Background: an optimization exercise with open tools, aiming at small area and a short achievable clock period. Do not read the settings as production practice.
In this exercise RTL edits were held to simulation tests only and were not proved equivalent to the original.
Power and IR drop assume default switching activity.

===== flow/design.v =====
package conv_pkg;
	localparam int IMG_DIM = 8;
	localparam int TAPS = 5;
	localparam int OUT_DIM = IMG_DIM - TAPS + 1;
	localparam int ROW_SUM_COUNT = IMG_DIM * OUT_DIM;
	localparam int OUT_COUNT = OUT_DIM * OUT_DIM;
	typedef logic signed [3:0] sample_t;
	typedef logic signed [9:0] row_sum_t;
	typedef logic signed [15:0] result_t;
endpackage
`timescale 1ns/10ps
module filter_tap_loader (
	input  logic    clk,
	input  logic    rst_n,
	input  logic    filter_valid,
	input  conv_pkg::sample_t in_data,
	output conv_pkg::sample_t [conv_pkg::TAPS-1:0] row_taps,
	output conv_pkg::sample_t [conv_pkg::TAPS-1:0] col_taps
);
	logic [3:0] tap_cnt;
	logic [3:0] col_sel;
	assign col_sel = tap_cnt - 4'(conv_pkg::TAPS);
	always_ff @(posedge clk or negedge rst_n) begin
		if (!rst_n) begin
			tap_cnt <= '0;
		end else if (!filter_valid) begin
			tap_cnt <= '0;
		end else if (tap_cnt == 4'(2 * conv_pkg::TAPS - 1)) begin
			tap_cnt <= '0;
		end else begin
			tap_cnt <= tap_cnt + 4'd1;
		end
	end
	always_ff @(posedge clk) begin
		if (filter_valid) begin
			if (tap_cnt < 4'(conv_pkg::TAPS)) begin
				row_taps[tap_cnt[2:0]] <= in_data;
			end else begin
				col_taps[col_sel[2:0]] <= in_data;
			end
		end
	end
endmodule
`timescale 1ns/10ps
module horizontal_filter (
	input  logic     clk,
	input  logic     rst_n,
	input  logic     image_valid,
	input  conv_pkg::sample_t  in_data,
	input  conv_pkg::sample_t  [conv_pkg::TAPS-1:0] row_taps,
	output logic     row_sum_valid,
	output conv_pkg::row_sum_t row_sum
);
	conv_pkg::sample_t win [conv_pkg::TAPS-1];
	conv_pkg::sample_t pix [conv_pkg::TAPS];
	logic [2:0] col_cnt;
	logic win_full;
	logic signed [7:0] prod [conv_pkg::TAPS];
	logic prod_valid;
	conv_pkg::row_sum_t sum_c;
	always_ff @(posedge clk or negedge rst_n) begin
		if (!rst_n) begin
			col_cnt <= '0;
		end else if (image_valid) begin
			col_cnt <= col_cnt + 3'd1;
		end else begin
			col_cnt <= '0;
		end
	end
	always_ff @(posedge clk) begin
		if (image_valid) begin
			for (int k = 0; k < conv_pkg::TAPS - 2; k++) begin
				win[k] <= win[k+1];
			end
			win[conv_pkg::TAPS-2] <= in_data;
		end
	end
	always_comb begin
		for (int k = 0; k < conv_pkg::TAPS - 1; k++) begin
			pix[k] = win[k];
		end
		pix[conv_pkg::TAPS-1] = in_data;
	end
	assign win_full = image_valid && (col_cnt >= 3'(conv_pkg::TAPS - 1));
	always_ff @(posedge clk) begin
		for (int k = 0; k < conv_pkg::TAPS; k++) begin
			prod[k] <= pix[k] * $signed(row_taps[k]);
		end
	end
	always_comb begin
		sum_c = '0;
		for (int k = 0; k < conv_pkg::TAPS; k++) begin
			sum_c = sum_c + prod[k];
		end
	end
	always_ff @(posedge clk) begin
		row_sum <= sum_c;
	end
	always_ff @(posedge clk or negedge rst_n) begin
		if (!rst_n) begin
			prod_valid    <= 1'b0;
			row_sum_valid <= 1'b0;
		end else begin
			prod_valid    <= win_full;
			row_sum_valid <= prod_valid;
		end
	end
endmodule
`timescale 1ns/10ps
module row_result_store (
	input  logic     clk,
	input  logic     rst_n,
	input  logic     row_sum_valid,
	input  conv_pkg::row_sum_t row_sum,
	input  logic [1:0] rd_row,
	input  logic [1:0] rd_col,
	output logic     frame_ready,
	output conv_pkg::row_sum_t [conv_pkg::TAPS-1:0] rd_data
);
	conv_pkg::row_sum_t mem [conv_pkg::IMG_DIM][conv_pkg::OUT_DIM];
	logic [4:0] wr_idx;
	logic last_wr;
	assign last_wr = row_sum_valid && (wr_idx == 5'(conv_pkg::ROW_SUM_COUNT - 1));
	always_ff @(posedge clk) begin
		if (row_sum_valid) begin
			mem[wr_idx[4:2]][wr_idx[1:0]] <= row_sum;
		end
	end
	always_ff @(posedge clk or negedge rst_n) begin
		if (!rst_n) begin
			wr_idx <= '0;
		end else if (last_wr) begin
			wr_idx <= '0;
		end else if (row_sum_valid) begin
			wr_idx <= wr_idx + 5'd1;
		end
	end
	always_ff @(posedge clk or negedge rst_n) begin
		if (!rst_n) begin
			frame_ready <= 1'b0;
		end else begin
			frame_ready <= last_wr;
		end
	end
	always_ff @(posedge clk) begin
		for (int k = 0; k < conv_pkg::TAPS; k++) begin
			rd_data[k] <= mem[{1'b0, rd_row} + 3'(k)][rd_col];
		end
	end
endmodule
`timescale 1ns/10ps
module vertical_filter (
	input  logic     clk,
	input  logic     rst_n,
	input  logic     frame_ready,
	input  conv_pkg::row_sum_t [conv_pkg::TAPS-1:0] rd_data,
	input  conv_pkg::sample_t  [conv_pkg::TAPS-1:0] col_taps,
	output logic [1:0] rd_row,
	output logic [1:0] rd_col,
	output logic     out_valid,
	output conv_pkg::result_t  out_data
);
	logic [3:0] pos;
	logic busy;
	logic issue;
	logic rd_valid;
	logic prod_valid;
	logic signed [13:0] prod [conv_pkg::TAPS];
	conv_pkg::result_t sum_c;
	assign issue = frame_ready || busy;
	always_ff @(posedge clk or negedge rst_n) begin
		if (!rst_n) begin
			pos  <= '0;
			busy <= 1'b0;
		end else begin
			if (issue) begin
				pos <= pos + 4'd1;
			end
			busy <= issue && (pos != 4'(conv_pkg::OUT_COUNT - 1));
		end
	end
	assign rd_row = pos[3:2];
	assign rd_col = pos[1:0];
	always_ff @(posedge clk) begin
		for (int k = 0; k < conv_pkg::TAPS; k++) begin
			prod[k] <= $signed(rd_data[k]) * $signed(col_taps[k]);
		end
	end
	always_comb begin
		sum_c = '0;
		for (int k = 0; k < conv_pkg::TAPS; k++) begin
			sum_c = sum_c + prod[k];
		end
	end
	always_ff @(posedge clk or negedge rst_n) begin
		if (!rst_n) begin
			rd_valid   <= 1'b0;
			prod_valid <= 1'b0;
			out_valid  <= 1'b0;
			out_data   <= '0;
		end else begin
			rd_valid   <= issue;
			prod_valid <= rd_valid;
			out_valid  <= prod_valid;
			out_data   <= prod_valid ? sum_c : '0;
		end
	end
endmodule
`timescale 1ns/10ps
module conv_top (
	input  logic    clk,
	input  logic    rst_n,
	input  logic    filter_valid,
	input  logic    image_valid,
	input  conv_pkg::sample_t in_data,
	output logic    out_valid,
	output conv_pkg::result_t out_data
);
	conv_pkg::sample_t [conv_pkg::TAPS-1:0] row_taps;
	conv_pkg::sample_t [conv_pkg::TAPS-1:0] col_taps;
	logic     row_sum_valid;
	conv_pkg::row_sum_t row_sum;
	logic       frame_ready;
	logic [1:0] rd_row;
	logic [1:0] rd_col;
	conv_pkg::row_sum_t [conv_pkg::TAPS-1:0] rd_data;
	filter_tap_loader u_filter_tap_loader (
		.clk          (clk),
		.rst_n        (rst_n),
		.filter_valid (filter_valid),
		.in_data      (in_data),
		.row_taps     (row_taps),
		.col_taps     (col_taps)
	);
	horizontal_filter u_horizontal_filter (
		.clk           (clk),
		.rst_n         (rst_n),
		.image_valid   (image_valid),
		.in_data       (in_data),
		.row_taps      (row_taps),
		.row_sum_valid (row_sum_valid),
		.row_sum       (row_sum)
	);
	row_result_store u_row_result_store (
		.clk           (clk),
		.rst_n         (rst_n),
		.row_sum_valid (row_sum_valid),
		.row_sum       (row_sum),
		.rd_row        (rd_row),
		.rd_col        (rd_col),
		.frame_ready   (frame_ready),
		.rd_data       (rd_data)
	);
	vertical_filter u_vertical_filter (
		.clk         (clk),
		.rst_n       (rst_n),
		.frame_ready (frame_ready),
		.rd_data     (rd_data),
		.col_taps    (col_taps),
		.rd_row      (rd_row),
		.rd_col      (rd_col),
		.out_valid   (out_valid),
		.out_data    (out_data)
	);
endmodule

===== flow/run.sh =====
#!/bin/bash
# synth_recipe.tcl (not shown) runs the flow's synth.tcl, then flattens the netlist and writes it again
# the make line also repeats each setting of config.mk as NAME=value (left out here)
make -C /OpenROAD-flow-scripts/flow DESIGN_CONFIG=/design/flow/config.mk WORK_HOME=/design/flow/orfs CLKGATE_MAP_FILE= SYNTH_SCRIPT=/design/flow/synth_recipe.tcl finish

===== flow/constraint.sdc =====
create_clock -name core_clock -period 4.5 [get_ports {clk}]
set_input_delay 0.9000 -clock core_clock [delete_from_list [all_inputs] [get_ports {clk}]]
set_output_delay 0.9000 -clock core_clock [all_outputs]
set_load 0.01 [all_outputs]

===== flow/config.mk =====
export PLATFORM = sky130hd
export DESIGN_NAME = conv_top
export DESIGN_NICKNAME = conv_top
export VERILOG_FILES = /design/flow/design.v
export SDC_FILE = /design/flow/constraint.sdc
export NUM_CORES = 4
export LEC_CHECK = 0
export CAP_MARGIN = 20
export CORE_MARGIN = 2
export CORE_UTILIZATION = 40
export SLEW_MARGIN = 20

==> flow_results.xml <==
<?xml version="1.0" encoding="UTF-8"?>
<metrics>
  <group name="status">
    <metric name="status" unit="">timing/DRC/antenna clean</metric>
  </group>
  <group name="yosys">
    <metric name="syn_inst" unit="">2746</metric>
    <metric name="ys_dominant_reg_cell" unit="">edfxtp_1</metric>
    <metric name="synth_cell_type_count" unit="">62</metric>
    <metric name="net_count_synth" unit="">3201</metric>
    <metric name="asyncSetResetFlopFracSynth" unit="%">6.67</metric>
    <metric name="synth_warnings" unit="">8</metric>
    <metric name="netlist.top_cell.by_area" unit="">edfxtp_1</metric>
    <metric name="synth.avg_cell_area" unit="µm²">12.1</metric>
    <metric name="post_synth_main_area_contributors" unit="">edfxtp_1 (34%), fa_1 (12%), dfxtp_1 (10%), ha_1 (9.3%), mux4_2 (5.4%)</metric>
    <metric name="ys_seq_area_share" unit="%">47.0</metric>
    <metric name="yosys_register_bits" unit="">585</metric>
    <metric name="synthDominantCellAreaShare" unit="%">33.8</metric>
    <metric name="syn_area" unit="mm²">0.0334</metric>
    <metric name="edff_count_synth" unit="">376</metric>
  </group>
  <group name="routing">
    <metric name="drtIter0Drc" unit="">1445</metric>
    <metric name="routed_wire_length_per_instance" unit="µm">19.5</metric>
    <metric name="wl" unit="mm">76.3</metric>
    <metric name="postRouteAntennaNets" unit="">0</metric>
    <metric name="route.detailed.drc" unit="">0</metric>
    <metric name="viasPerCell" unit="">5.21</metric>
    <metric name="drtPass1Iterations" unit="">5</metric>
    <metric name="routed-via-count" unit="">20400</metric>
  </group>
  <group name="placement">
    <metric name="port-buffer-count" unit="">24</metric>
    <metric name="dp.final_hpwl" unit="mm">56.4</metric>
    <metric name="placedInstanceArea" unit="mm²">0.0349</metric>
    <metric name="gpl.final_weighted_congestion" unit="">0.873</metric>
  </group>
  <group name="cells_and_area">
    <metric name="stdcell_area" unit="mm²">0.0371</metric>
    <metric name="final_common_cell" unit="">edfxtp_1</metric>
    <metric name="layout.area.seq" unit="mm²">0.0157</metric>
    <metric name="finish.net_count" unit="">3247</metric>
    <metric name="nFillCells" unit="">7373</metric>
    <metric name="area_taken_by_multi_input_logic_gates" unit="mm²">0.0161</metric>
    <metric name="most-common-layout-cells" unit="">edfxtp_1 (376), inv_1 (352), nand2_1 (303)</metric>
    <metric name="drive_above_1_share" unit="%">8.57</metric>
    <metric name="areaGrowthSynthToFinish" unit="%">11.4</metric>
  </group>
  <group name="sta">
    <metric name="timing.setup.tns" unit="ns">0</metric>
    <metric name="relative_slew_margins" unit="%">27.4</metric>
    <metric name="hold_viol_final" unit="">0</metric>
    <metric name="final_min_period_over_clock_period" unit="%">93.7</metric>
    <metric name="period_needed" unit="ns">4.21</metric>
    <metric name="achievable-frequency" unit="GHz">0.237</metric>
    <metric name="timing_worst_slew_pin_value" unit="ns">1.08</metric>
    <metric name="slew_violations" unit="">0</metric>
    <metric name="final.setup_skew" unit="ns">0.0248</metric>
    <metric name="rsz0062_at_grt" unit="">yes</metric>
    <metric name="finalSetupViolations" unit="">0</metric>
  </group>
  <group name="critical_path">
    <metric name="required" unit="ns">5.01</metric>
    <metric name="worstReg2RegStart" unit="">u_vertical_filter.prod[1][7]</metric>
    <metric name="endpoint_kind" unit="">flop</metric>
    <metric name="kind_of_cell_adding_the_most_delay_to_the_critical_path" unit="">adder cells</metric>
    <metric name="critical_path_class" unit="">flop to flop</metric>
    <metric name="path_cells" unit="">ha_1 &gt; a21oi_1 &gt; or3b_2 &gt; o21ai_2 &gt; nand2_1 &gt; xor2_1 &gt; fa_1 &gt; inv_1 &gt; fa_1 &gt; inv_1 &gt; ha_1 &gt; a21o_1 &gt; o21bai_1 &gt; a21oi_1 &gt; nand3_1 &gt; and3b_1</metric>
    <metric name="cpPeakStageDelay" unit="ns">0.50</metric>
    <metric name="critPathBufInv" unit="">2</metric>
    <metric name="crit_path_top_delay_cell" unit="">fa_1</metric>
    <metric name="startpoint_type" unit="">flop</metric>
    <metric name="timing.reg2reg.setup_slack" unit="ns">0.29</metric>
    <metric name="timing.critical_path.arrival" unit="ns">4.72</metric>
    <metric name="critical_path_cell_count" unit="">16</metric>
    <metric name="worst-r2r-cell-count" unit="">16</metric>
    <metric name="crit_path_max_fanout" unit="">6</metric>
    <metric name="r2r-end" unit="">u_vertical_filter.out_data[15]</metric>
  </group>
  <group name="clocking">
    <metric name="cts.path.max_buffers" unit="">3</metric>
    <metric name="root_buffer" unit="">clkbuf_16</metric>
    <metric name="clkSinkCount" unit="">585</metric>
    <metric name="cts_made_buffers" unit="">67</metric>
    <metric name="cts.hold.buffers_added" unit="">0</metric>
    <metric name="tritoncts" unit="">built</metric>
    <metric name="cts.clk_slew.worst_paths" unit="ns">0.06</metric>
    <metric name="post-cts-setup-buffers" unit="">0</metric>
    <metric name="cts.repair.resized" unit="">0</metric>
    <metric name="clkLatencyLatePin" unit="ns">0.62</metric>
    <metric name="htree_num_levels" unit="">3</metric>
  </group>
  <group name="power">
    <metric name="power.density" unit="mW/mm²">529</metric>
    <metric name="vdd_drop_max" unit="µV">885</metric>
    <metric name="power.total" unit="mW">19.7</metric>
    <metric name="p_leak" unit="nW">15.7</metric>
  </group>
  <group name="run">
    <metric name="max-cap-violations" unit="">0</metric>
  </group>
  <group name="die">
    <metric name="io-pin-count" unit="">25</metric>
    <metric name="die-area" unit="mm²">0.0857</metric>
    <metric name="dieHeight" unit="µm">293</metric>
    <metric name="die_w" unit="µm">293</metric>
    <metric name="fp-row-count" unit="">105</metric>
    <metric name="initial_utilization" unit="%">40.5</metric>
    <metric name="area_of_the_core" unit="mm²">0.0824</metric>
  </group>
  <group name="grt">
    <metric name="overflow" unit="">0</metric>
    <metric name="number_of_antenna_violations_at_the_first_check_in_global_routing" unit="">3</metric>
    <metric name="grt_resource_usage_total" unit="%">18.0</metric>
    <metric name="pin_count_of_the_biggest_net_entering_global_routing" unit="">84</metric>
    <metric name="grt_pass1_wl" unit="mm">119</metric>
    <metric name="first_global_vias" unit="">20900</metric>
  </group>
  <group name="worst_hold_path">
    <metric name="hold_path.class" unit="">primary input to async pin</metric>
  </group>
</metrics>
[per-stage QoR]
step | hold WS [ns] | instances | setup WS (ns) | utilization [%]
finish | 0.380 | 3917 | 0.286 | 45.1
global route | 0.413 | 3917 | 0.000199 | 45.1
CTS | 0.404 | 3916 | 0.215 | 45.1
detailed placement | 0.438 | 3793 | 0.225 | 42.3
global placement | 0.421 | 3792 | 0.285 | 42.3
floorplan | 0.331 | 2746 | 0.549 | -
[flip-flops by register name (all words and copies together) (netlist names), 3 cells and up]
signal and count:
u_horizontal_filter.row_sum 10, u_filter_tap_loader.row_taps 20, u_horizontal_filter.col_cnt 3, u_vertical_filter.pos 4
u_horizontal_filter.win 16, u_filter_tap_loader.tap_cnt 4, u_row_result_store.wr_idx 5, u_row_result_store.rd_data 50
u_horizontal_filter.prod 40, u_vertical_filter.prod 70, u_vertical_filter.out_data 16, u_row_result_store.mem 320
u_filter_tap_loader.col_taps 20
[synthesized netlist by cell type, drive strengths merged, types with 19 or more instances]
| master | instances |
|---|---|
| a22o | 40 |
| a221oi | 23 |
| o22ai | 25 |
| a21oi | 86 |
| nor2 | 107 |
| nor3 | 19 |
| and3 | 20 |
| edfxtp | 376 |
| xor2 | 24 |
| mux4 | 80 |
| ha | 247 |
| fa | 200 |
| dfrtp | 39 |
| o21ai | 61 |
| nand2 | 303 |
| nand2b | 67 |
| xnor2 | 107 |
| a21o | 23 |
| and2 | 111 |
| clkbuf | 42 |
| inv | 353 |
| nand3 | 19 |
| o21a | 19 |
| mux2i | 33 |
| buf | 33 |
| dfxtp | 170 |
[worst max path at each step]
stage | startpoint | slack (ns) | to
after floorplan | u_vertical_filter.prod[1][7] | 0.55 | u_vertical_filter.out_data[15]
after global placement | u_vertical_filter.prod[1][7] | 0.28 | u_vertical_filter.out_data[15]
after detailed placement | u_vertical_filter.prod[1][7] | 0.22 | u_vertical_filter.out_data[15]
after CTS | u_vertical_filter.prod[1][7] | 0.21 | u_vertical_filter.out_data[15]
after global routing | u_vertical_filter.prod[1][0] | 0.0002 | u_vertical_filter.out_data[12]
final | u_vertical_filter.prod[1][7] | 0.29 | u_vertical_filter.out_data[15]
[layout make-up]
| type | instances | area share [%] |
|---|---|---|
| antenna | 1 | 0.00674 |
| clock buffer | 82 | 4.78 |
| clock inverter | 41 | 1.28 |
| inverter | 353 | 3.57 |
| multi-input combinational | 1733 | 43.3 |
| sequential | 585 | 42.2 |
| tap | 1070 | 3.60 |
| timing repair buffer | 52 | 1.27 |
[routing by layer]
layer	wire [µm]	vias up	global-route usage, %	part of all wire (%)
li1	-	9550	-	-
met1	33900	10300	24.3	44
met2	37200	450	30.3	49
met3	3510	102	2.54	4.6
met4	1780	0	4.89	2.3
met5	0	-	0	0
[kinds of logic after synthesis]
family	share of synthesized area, %
DFF	47.0
AOI/OAI and AO/OA	6.88
adders and majority gates	21.3
xor gates and xnor gates	3.44
muxes	6.46
buffers and inverters	5.04
and+or+nand+nor	9.94
[power breakdown]
group / total [mW] / internal [mW] / switching (mW) / leakage, nW
Sequential: 6.88 / 6.56 / 0.323 / 5.37
Combinational: 7.22 / 3.02 / 4.20 / 9.24
Clock: 5.56 / 3.26 / 2.29 / 1.09

[afterwards: timing with drivers on the ports]
Ports are ideal in the flow. The routed layout listed here was re-timed in OpenROAD.
Step 1 assumes that a clkbuf_16 drives the clock port and a buf_2 every other input.
Step 2 also shifts input and output timing later by t, the mid clock arrival at the registers, as if the neighbouring blocks saw the same clock.
Slacks: ideal / step 1 / step 2; pairs: ideal / step 1.
t (ns): 0.665
setup WS [ns]: 0.286 / 0.286 / 0.286
worst setup path at the end: register to register
clock arrival spread, ns: 0.028 / 0.028
worst slew at a driven data input, ns: 0.09
After both steps setup and hold are still met in this run. The setup slack of this run moves by 0.000 ns with the drivers and by 0.000 ns with both steps.
